This design comes from an exercise in tuning for small area, a short achievable clock period and few clock cycles per item on the open sky130 flow, not from production work. Only simulation tests tie the RTL to the original design; equivalence was not proved. No activity file was given, so power comes from the tool's default toggle rates.

==> design/flow/design.v <==
`timescale 1ns / 1ps
package adcd_pkg;
  localparam int CHANNELS    = 4;
  localparam int SAMPLE_BITS = 12;
  localparam int CFG_IDX_W = 3;
  localparam logic [CFG_IDX_W-1:0] REG_MIN_BASE = 3'd0;
  localparam logic [CFG_IDX_W-1:0] REG_MAX      = 3'd4;
  localparam logic [CFG_IDX_W-1:0] REG_CENTER   = 3'd5;
  localparam logic [CFG_IDX_W-1:0] REG_DEAD     = 3'd6;
  localparam int MAX_RESET    = 3000;
  localparam int CENTER_RESET = 2048;
  localparam int DEAD_RESET   = 200;
  function automatic int min_reset(input int ch);
    case (ch)
      0, 1:    min_reset = 8;
      2, 3:    min_reset = 7;
      default: min_reset = 0;
    endcase
  endfunction
  typedef enum logic [1:0] {
    ST_IDLE,
    ST_DIV,
    ST_DONE
  } ctrl_state_e;
  typedef struct packed {
    logic load;
    logic step;
  } lane_ctrl_t;
endpackage
`timescale 1ns / 1ps
module adcd_lane #(
  parameter int SAMPLE_BITS = adcd_pkg::SAMPLE_BITS
) (
  input  logic                    clk_i,
  input  adcd_pkg::lane_ctrl_t    ctrl_i,
  input  logic [SAMPLE_BITS-1:0]  raw_i,
  input  logic [SAMPLE_BITS-1:0]  lo_i,
  input  logic [SAMPLE_BITS-1:0]  hi_i,
  input  logic [SAMPLE_BITS-1:0]  center_i,
  input  logic [SAMPLE_BITS-1:0]  dead_i,
  output logic [SAMPLE_BITS-1:0]  scaled_o,
  output logic                    over_o
);
  localparam int SB = SAMPLE_BITS;
  localparam logic [SB-1:0] FULL_SCALE = {SB{1'b1}};
  logic [SB-1:0]   diff;
  logic [2*SB-1:0] num;
  logic [SB-1:0]   rem_q, rem_d;
  logic [SB-1:0]   quo_q, quo_d;
  logic [SB-1:0]   div_q;
  logic            zero_q, full_q;
  logic [SB:0]     trial, trial_sub;
  logic            ge;
  logic [SB-1:0]   dev;
  assign diff = raw_i - lo_i;
  assign num  = {diff, {SB{1'b0}}} - {{SB{1'b0}}, diff};
  assign trial     = {rem_q, quo_q[SB-1]};
  assign trial_sub = trial - {1'b0, div_q};
  assign ge        = (trial >= {1'b0, div_q});
  always_comb begin
    rem_d = ge ? trial_sub[SB-1:0] : trial[SB-1:0];
    quo_d = {quo_q[SB-2:0], ge};
  end
  always_ff @(posedge clk_i) begin
    if (ctrl_i.load) begin
      rem_q  <= num[2*SB-1:SB];
      quo_q  <= num[SB-1:0];
      div_q  <= hi_i - lo_i;
      zero_q <= (hi_i <= lo_i) || (raw_i <= lo_i);
      full_q <= (raw_i >= hi_i);
    end else if (ctrl_i.step) begin
      rem_q <= rem_d;
      quo_q <= quo_d;
    end
  end
  always_comb begin
    if (zero_q) begin
      scaled_o = '0;
    end else if (full_q) begin
      scaled_o = FULL_SCALE;
    end else begin
      scaled_o = quo_q;
    end
    dev    = (scaled_o >= center_i) ? (scaled_o - center_i) : (center_i - scaled_o);
    over_o = (dev > dead_i);
  end
endmodule
`timescale 1ns / 1ps
module adcd_merge #(
  parameter int SAMPLE_BITS = adcd_pkg::SAMPLE_BITS
) (
  input  logic                                           clk_i,
  input  logic                                           rst_ni,
  input  logic                                           load_i,
  input  logic [adcd_pkg::CHANNELS-1:0][SAMPLE_BITS-1:0] scaled_i,
  input  logic [adcd_pkg::CHANNELS-1:0]                  over_i,
  input  logic                                           out_stall_i,
  output logic                                           free_o,
  output logic                                           out_valid_o,
  output logic [adcd_pkg::CHANNELS-1:0][SAMPLE_BITS-1:0] scaled_o,
  output logic                                           active_o,
  output logic                                           neutral_event_o
);
  logic out_valid_q, out_valid_d;
  logic idle_seen_q, idle_seen_d;
  logic act;
  logic evt;
  logic [adcd_pkg::CHANNELS-1:0][SAMPLE_BITS-1:0] scaled_q;
  logic active_q, event_q;
  assign act    = |over_i;
  assign evt    = !act && !idle_seen_q;
  assign free_o = !out_valid_q || !out_stall_i;
  always_comb begin
    out_valid_d = out_valid_q;
    idle_seen_d = idle_seen_q;
    if (free_o) begin
      out_valid_d = 1'b0;
    end
    if (load_i) begin
      out_valid_d = 1'b1;
      idle_seen_d = !act;
    end
  end
  always_ff @(posedge clk_i or negedge rst_ni) begin
    if (!rst_ni) begin
      out_valid_q <= 1'b0;
      idle_seen_q <= 1'b0;
    end else begin
      out_valid_q <= out_valid_d;
      idle_seen_q <= idle_seen_d;
    end
  end
  always_ff @(posedge clk_i) begin
    if (load_i) begin
      scaled_q <= scaled_i;
      active_q <= act;
      event_q  <= evt;
    end
  end
  assign out_valid_o     = out_valid_q;
  assign scaled_o        = scaled_q;
  assign active_o        = active_q;
  assign neutral_event_o = event_q;
endmodule
`timescale 1ns / 1ps
module adc_calibrate_deadzone_detect #(
  parameter int SAMPLE_BITS = adcd_pkg::SAMPLE_BITS
) (
  input  logic                           clk_i,
  input  logic                           rst_ni,
  input  logic                           cfg_we_i,
  input  logic [adcd_pkg::CFG_IDX_W-1:0] cfg_idx_i,
  input  logic [SAMPLE_BITS-1:0]         cfg_data_i,
  input  logic                           in_valid_i,
  output logic                           in_stall_o,
  input  logic [SAMPLE_BITS-1:0]         sample_ch0_i,
  input  logic [SAMPLE_BITS-1:0]         sample_ch1_i,
  input  logic [SAMPLE_BITS-1:0]         sample_ch2_i,
  input  logic [SAMPLE_BITS-1:0]         sample_ch3_i,
  output logic                           out_valid_o,
  input  logic                           out_stall_i,
  output logic [SAMPLE_BITS-1:0]         scaled_ch0_o,
  output logic [SAMPLE_BITS-1:0]         scaled_ch1_o,
  output logic [SAMPLE_BITS-1:0]         scaled_ch2_o,
  output logic [SAMPLE_BITS-1:0]         scaled_ch3_o,
  output logic                           active_o,
  output logic                           neutral_event_o
);
  localparam int CH    = adcd_pkg::CHANNELS;
  localparam int CNT_W = $clog2(SAMPLE_BITS + 1);
  localparam logic [CNT_W-1:0] CNT_LAST = CNT_W'(SAMPLE_BITS - 1);
  logic [CH-1:0][SAMPLE_BITS-1:0] min_q;
  logic [SAMPLE_BITS-1:0]         max_q;
  logic [SAMPLE_BITS-1:0]         center_q;
  logic [SAMPLE_BITS-1:0]         dead_q;
  for (genvar ch = 0; ch < CH; ch++) begin : g_min
    always_ff @(posedge clk_i or negedge rst_ni) begin
      if (!rst_ni) begin
        min_q[ch] <= SAMPLE_BITS'(adcd_pkg::min_reset(ch));
      end else if (cfg_we_i &&
                   cfg_idx_i == adcd_pkg::REG_MIN_BASE + adcd_pkg::CFG_IDX_W'(ch)) begin
        min_q[ch] <= cfg_data_i;
      end
    end
  end
  always_ff @(posedge clk_i or negedge rst_ni) begin
    if (!rst_ni) begin
      max_q    <= SAMPLE_BITS'(adcd_pkg::MAX_RESET);
      center_q <= SAMPLE_BITS'(adcd_pkg::CENTER_RESET);
      dead_q   <= SAMPLE_BITS'(adcd_pkg::DEAD_RESET);
    end else if (cfg_we_i) begin
      case (cfg_idx_i)
        adcd_pkg::REG_MAX:    max_q    <= cfg_data_i;
        adcd_pkg::REG_CENTER: center_q <= cfg_data_i;
        adcd_pkg::REG_DEAD:   dead_q   <= cfg_data_i;
        default: ;
      endcase
    end
  end
  adcd_pkg::ctrl_state_e state_q, state_d;
  logic [CNT_W-1:0]      cnt_q, cnt_d;
  adcd_pkg::lane_ctrl_t  lane_ctrl;
  logic                  in_accept;
  logic                  in_done;
  logic                  merge_free;
  logic                  merge_load;
  assign in_stall_o = (state_q != adcd_pkg::ST_IDLE);
  assign in_accept  = in_valid_i && !in_stall_o;
  assign in_done    = (state_q == adcd_pkg::ST_DONE);
  always_comb begin
    state_d        = state_q;
    cnt_d          = cnt_q;
    lane_ctrl.load = 1'b0;
    lane_ctrl.step = 1'b0;
    merge_load     = 1'b0;
    case (state_q)
      adcd_pkg::ST_IDLE: begin
        if (in_valid_i) begin
          lane_ctrl.load = 1'b1;
          cnt_d          = '0;
          state_d        = adcd_pkg::ST_DIV;
        end
      end
      adcd_pkg::ST_DIV: begin
        lane_ctrl.step = 1'b1;
        cnt_d          = cnt_q + 1'b1;
        if (cnt_q == CNT_LAST) begin
          state_d = adcd_pkg::ST_DONE;
        end
      end
      adcd_pkg::ST_DONE: begin
        if (merge_free) begin
          merge_load = 1'b1;
          state_d    = adcd_pkg::ST_IDLE;
        end
      end
      default: begin
        state_d = adcd_pkg::ST_IDLE;
      end
    endcase
  end
  always_ff @(posedge clk_i or negedge rst_ni) begin
    if (!rst_ni) begin
      state_q <= adcd_pkg::ST_IDLE;
      cnt_q   <= '0;
    end else begin
      state_q <= state_d;
      cnt_q   <= cnt_d;
    end
  end
  logic [CH-1:0][SAMPLE_BITS-1:0] raw;
  logic [CH-1:0][SAMPLE_BITS-1:0] lane_scaled;
  logic [CH-1:0]                  lane_over;
  logic [CH-1:0][SAMPLE_BITS-1:0] out_scaled;
  assign raw[0] = sample_ch0_i;
  assign raw[1] = sample_ch1_i;
  assign raw[2] = sample_ch2_i;
  assign raw[3] = sample_ch3_i;
  for (genvar ch = 0; ch < CH; ch++) begin : g_lane
    adcd_lane #(
      .SAMPLE_BITS(SAMPLE_BITS)
    ) u_lane (
      .clk_i   (clk_i),
      .ctrl_i  (lane_ctrl),
      .raw_i   (raw[ch]),
      .lo_i    (min_q[ch]),
      .hi_i    (max_q),
      .center_i(center_q),
      .dead_i  (dead_q),
      .scaled_o(lane_scaled[ch]),
      .over_o  (lane_over[ch])
    );
  end
  adcd_merge #(
    .SAMPLE_BITS(SAMPLE_BITS)
  ) u_merge (
    .clk_i          (clk_i),
    .rst_ni         (rst_ni),
    .load_i         (merge_load),
    .scaled_i       (lane_scaled),
    .over_i         (lane_over),
    .out_stall_i    (out_stall_i),
    .free_o         (merge_free),
    .out_valid_o    (out_valid_o),
    .scaled_o       (out_scaled),
    .active_o       (active_o),
    .neutral_event_o(neutral_event_o)
  );
  assign scaled_ch0_o = out_scaled[0];
  assign scaled_ch1_o = out_scaled[1];
  assign scaled_ch2_o = out_scaled[2];
  assign scaled_ch3_o = out_scaled[3];
endmodule
==> design/flow/run.sh <==
#!/bin/bash
# synth_recipe.tcl (not shown) runs the flow's synth.tcl, then flattens the netlist and writes it again
# the make line also repeats each setting of config.mk as NAME=value (left out here)
make -C /OpenROAD-flow-scripts/flow DESIGN_CONFIG=/design/flow/config.mk WORK_HOME=/design/flow/orfs CLKGATE_MAP_FILE= SYNTH_SCRIPT=/design/flow/synth_recipe.tcl finish
==> design/flow/config.mk <==
export PLATFORM = sky130hd
export DESIGN_NAME = adc_calibrate_deadzone_detect
export DESIGN_NICKNAME = adc_calibrate_deadzone_detect
export VERILOG_FILES = /design/flow/design.v
export SDC_FILE = /design/flow/constraint.sdc
export NUM_CORES = 4
export LEC_CHECK = 0
export CAP_MARGIN = 20
export CORE_MARGIN = 2
export CORE_UTILIZATION = 40
export SLEW_MARGIN = 20
==> design/flow/constraint.sdc <==
create_clock -name core_clock -period 6.0 [get_ports {clk_i}]
set_input_delay 1.2000 -clock core_clock [delete_from_list [all_inputs] [get_ports {clk_i}]]
set_output_delay 1.2000 -clock core_clock [all_outputs]
set_load 0.01 [all_outputs]
==> metrics.md <==
| Metric | Value |
|---|---|
| Status | finished clean |
| Setup_tns | 0 ns |
| CP Max Fanout | 13 |
| Most frequent cells in the layout | ha_1 (337), inv_1 (270), a21oi_1 (211) |
| Worst-Margin Slew | 1.115 ns |
| Cell Area, Placed | around 0.028 sq mm |
| TritonCTS clock tree | built |
| Port bufs | 119 |
| Seq/Total Area, Yosys | 32.45% |
| Sw Ratio | 45.66% |
| Clock share of power | around 15% |
| Final hold vios | 0 |
| Site Rows | 93 |
| HP Class | reg -> reg |
| Grt ovf | 0 |
| Layout cells sized above 1 | 8.252% |
| Syn_area_per_cell | 9.054 sq um |
| Routability cong. | 0.9270 |
| Bufs and invs on worst path | 2 |
| CORE AREA | 0.06423 sq mm |
| Num CTS Buffers | 37 |
| CP Capture Type | register |
| Main synth FF type | edfxtp_1 |
| Antenna Violating Nets Remaining | 0 |
| Inst Count DP | 3770 |
| CP max stage delay | 0.58 ns |
| Power per cell area | 516.7 mW/mm^2 |
| Number of max-cap violations | 0 |
| Area Overhead vs Synth | 13.14% |
| Synth Register Bits | 294 |
| Synth Cell Area | between 0.02 and 0.03 sq mm |
| Setup-failing EPs final | 0 |
| Reg power frac | 24.4% |
| Clock Sinks | slightly below 300 |
| GRT Util Overall | 24.43% |
| Crit path kind | reg -> reg |
| Slew Viols, Final | 0 |
| Critical path data required time | between 6 and 7 ns |
| Worst setup SP type | register |
| Root buf cell | clkbuf_16 |
| Largest net degree at the start of global routing | 95 |
| First-pass GRT wire length | 125400 um |
| Clock transition at path regs | 0.06 ns |
| Starting DRC count in detailed routing | 1728 |
| Initial Utilization | 40.26% |
| Library cells used by synthesis | between 80 and 90 |
| Worst path arrival time | 5.63 ns |
| Routed vias/inst | 5.795 |
| Most common cell after layout, fill and taps aside | ha_1 |
| Power share of the combinational group | 60.9% |
| Most frequent CP cell | a21oi_1 |
| Syn Nets | 3281 |
| Number of global-route vias before repair | 21560 |
| EDFF count, synth | 202 |
| Final WL | 83150 um |
| Remaining routing DRC violations | 0 |
| P_leak | roughly 13 nW |
| Fmax | about 190 MHz |
| Die height | 258.3 um |
| Finished Layout Cells | 3836 |
| P_sw | 6.903 mW |
| Dpl hpwl | 65110 um |
| Insertion delay to the later sink of the worst-skew pair | around 0.58 ns |
| DRT Pass-1 Iters | 8 |
| Via count | 22230 |
| Final Critical Period | 5.367 ns |
| Power Internal | roughly 8.2 mW |
| N_diodes | 0 |
| Setup bufs post-CTS | 0 |
| Die area | 0.06670 sq mm |
| Util after Layout | a little under half |
| Synth Instances | approximately 2900 |
| Initial antenna violation count | 0 |
| Async SR Flop Fraction | 31.29% |
| Finished Cell Area | 0.02926 sq mm |
| Crit-path cells | nor2_1 > or2_2 > inv_1 > ha_1 > a21oi_1 > o2bb2ai_1 > o41ai_1 > a21oi_1 > buf_4 > nor2_1 > a31oi_1 > xnor2_1 > ha_1 > a21o_1 > a21o_1 > a21oi_1 > o21ai_0 > a221oi_1 > o221ai_1 |
| CTS H-tree lvls | 2 |
| Slew margin rel. | 23.75% |
| Nets | 3379 |
| Slowest cell on the critical path | o41ai_1 |
| RSZ-0062 raised after global routing | no |
| Max Buffers Root-to-Sink | 3 |
| Post-CTS Resized | 0 |
| Clock skew | 0.02529 ns |
| Crit-path leading delay family | compound AO/OA/AOI/OAI gates |
| Final Hold Slack | 0.4880 ns |
| Max VDD drop | between 0.0002 and 0.00025 V |
| Warnings from Yosys | 3 |
| Hold buffers post-CTS | 0 |
| Die Wd | 258.3 um |
| Final period util | 89.44% |
| I/O Pins | 120 |
| Routed len/inst | 21.68 um |
sequential cells by signal, indices dropped and copies added (netlist names):
name,count
g_lane.u_lane.div_q,48
g_lane.u_lane.quo_q,48
g_lane.u_lane.rem_q,48
min_q,48
u_merge.scaled_q,48
center_q,12
dead_q,12
max_q,12
cnt_q,4
g_lane.u_lane.full_q,4
g_lane.u_lane.zero_q,4
state_q,2
u_merge.active_q,1
u_merge.event_q,1
u_merge.idle_seen_q,1
u_merge.out_valid_q,1
kinds of logic after synthesis:
family                     after synthesis  share of synthesized area (%)
buffers and inverters                  362                          5.313
AOI/OAI and AO/OA                      821                          20.53
and+or+nand+nor                        788                          15.21
xor gates and xnor gates               136                          4.606
adders and majority gates              357                          17.85
DFF                                    294                          32.45
muxes                                   98                          4.040
layout make-up:
class                           instances  area [sq um]
Multi-Input combinational cell       2200         16150
Clock buffer                           50          1067
Clock inverter                         16         123.9
Inverter                              271          1020
Sequential cell                       294          8392
Timing Repair Buffer                  150          1434
Tap cell                              855          1070
Fill cell                            6167         34970
metrics by stage:
step | worst slack [ns] | power, mW
detailed placement | 0.7266 | 12.78
floorplan | 1.162 | 10.19
global placement | 0.8584 | 12.61
CTS | 0.7071 | 15.07
finish | 0.6335 | 15.12
global route | 0.3252 | 16.29
power by group through the flow:
stage	Combinational, mW	Clock, mW	Sequential [mW]
3_3_place_gp	8.91	0	3.70
5_1_grt	10.2	2.34	3.74
2_1_floorplan	6.71	0	3.48
6_report	9.20	2.22	3.69
3_5_place_dp	9.07	0	3.71
4_1_cts	9.13	2.26	3.67
layer usage:
layer / GRT usage (%) / vias up / routed length, um
li1: - / 10640 / -
met1: 33.94 / 10710 / 37900
met2: 39.58 / 741 / 37650
met3: 2.934 / 139 / 4952
met4: 7.948 / 0 / 2641
met5: 0 / - / 0
worst reg2reg max path: cells and delay by family, from the launching register on:
family,cells,cell delay (ns)
adders and majority gates,2,0.61
and+or+nand+nor,3,0.55
xor gates and xnor gates,1,0.17
AOI/OAI and AO/OA,11,2.79
buffers and inverters,2,0.39
DFF,1,0.55
Yosys cell counts (19+ instances only):
master    count  area (sq um)
a31oi_1      28         175.2
ha_1        337          4217
mux2i_1      47         470.5
nand2_1     212         795.8
o31ai_1      21         157.7
a21oi_1     212          1061
a21o_1       89         668.1
clkbuf_1     79         296.5
or2_2        51         319.1
dfstp_2      19         499.2
a211oi_1     54         405.4
nor2_1      174         653.1
mux2_2       51         574.3
o21a_1       40         300.3
fa_1         20         400.4
edfxtp_1    202          6066
nand3_1      43         215.2
nand2b_1     42         262.8
o21bai_1     27         202.7
dfrtp_1      73          1827
nand4_1      53         331.6
xnor2_1      95         832.1
xor2_1       41         359.1
and3_1       21         131.4
nor2b_1      43         269.0
inv_1       271          1017
o21ai_0     194         970.9
nor3_1       60         300.3
worst paths after layout:
check	from	endpoint	slack [ns]	cells after the start
max	g_lane[1].u_lane.full_q	u_merge.active_q	0.63	19
min	cnt_q[3]	cnt_q[3]	0.49	1
max reg2reg	g_lane[1].u_lane.full_q	u_merge.active_q	0.63	19
min reg2reg	cnt_q[3]	cnt_q[3]	0.49	1
max in group asynchronous	rst_ni	center_q[11]	4.23	2
min in group asynchronous	rst_ni	min_q[13]	0.70	1
Testbench counts, summed over its fixed seeds: cycles 57,856, items 4,096.

-- afterwards: timing with drivers on the ports --
The results above use ideal ports. As a check the final layout listed here was re-extracted and re-timed, cells and wires unchanged. Step 1 assumes that a clkbuf_16 drives the clock port and a buf_2 every other input. Step 2 also shifts input and output timing later by t, the mid clock arrival at the registers, as if the neighbouring blocks saw the same clock. a / b / c = ideal / step 1 / step 2; a / b = the first two.
t, ns: 0.629
slack for setup (ns): 0.633 / 0.633 / 0.633
hold slack, ns: 0.488 / 0.488 / 0.488
After both steps setup and hold are still met in this run. For this run, drivers alone change the setup slack by 0.000 ns; drivers and shift together by 0.000 ns.
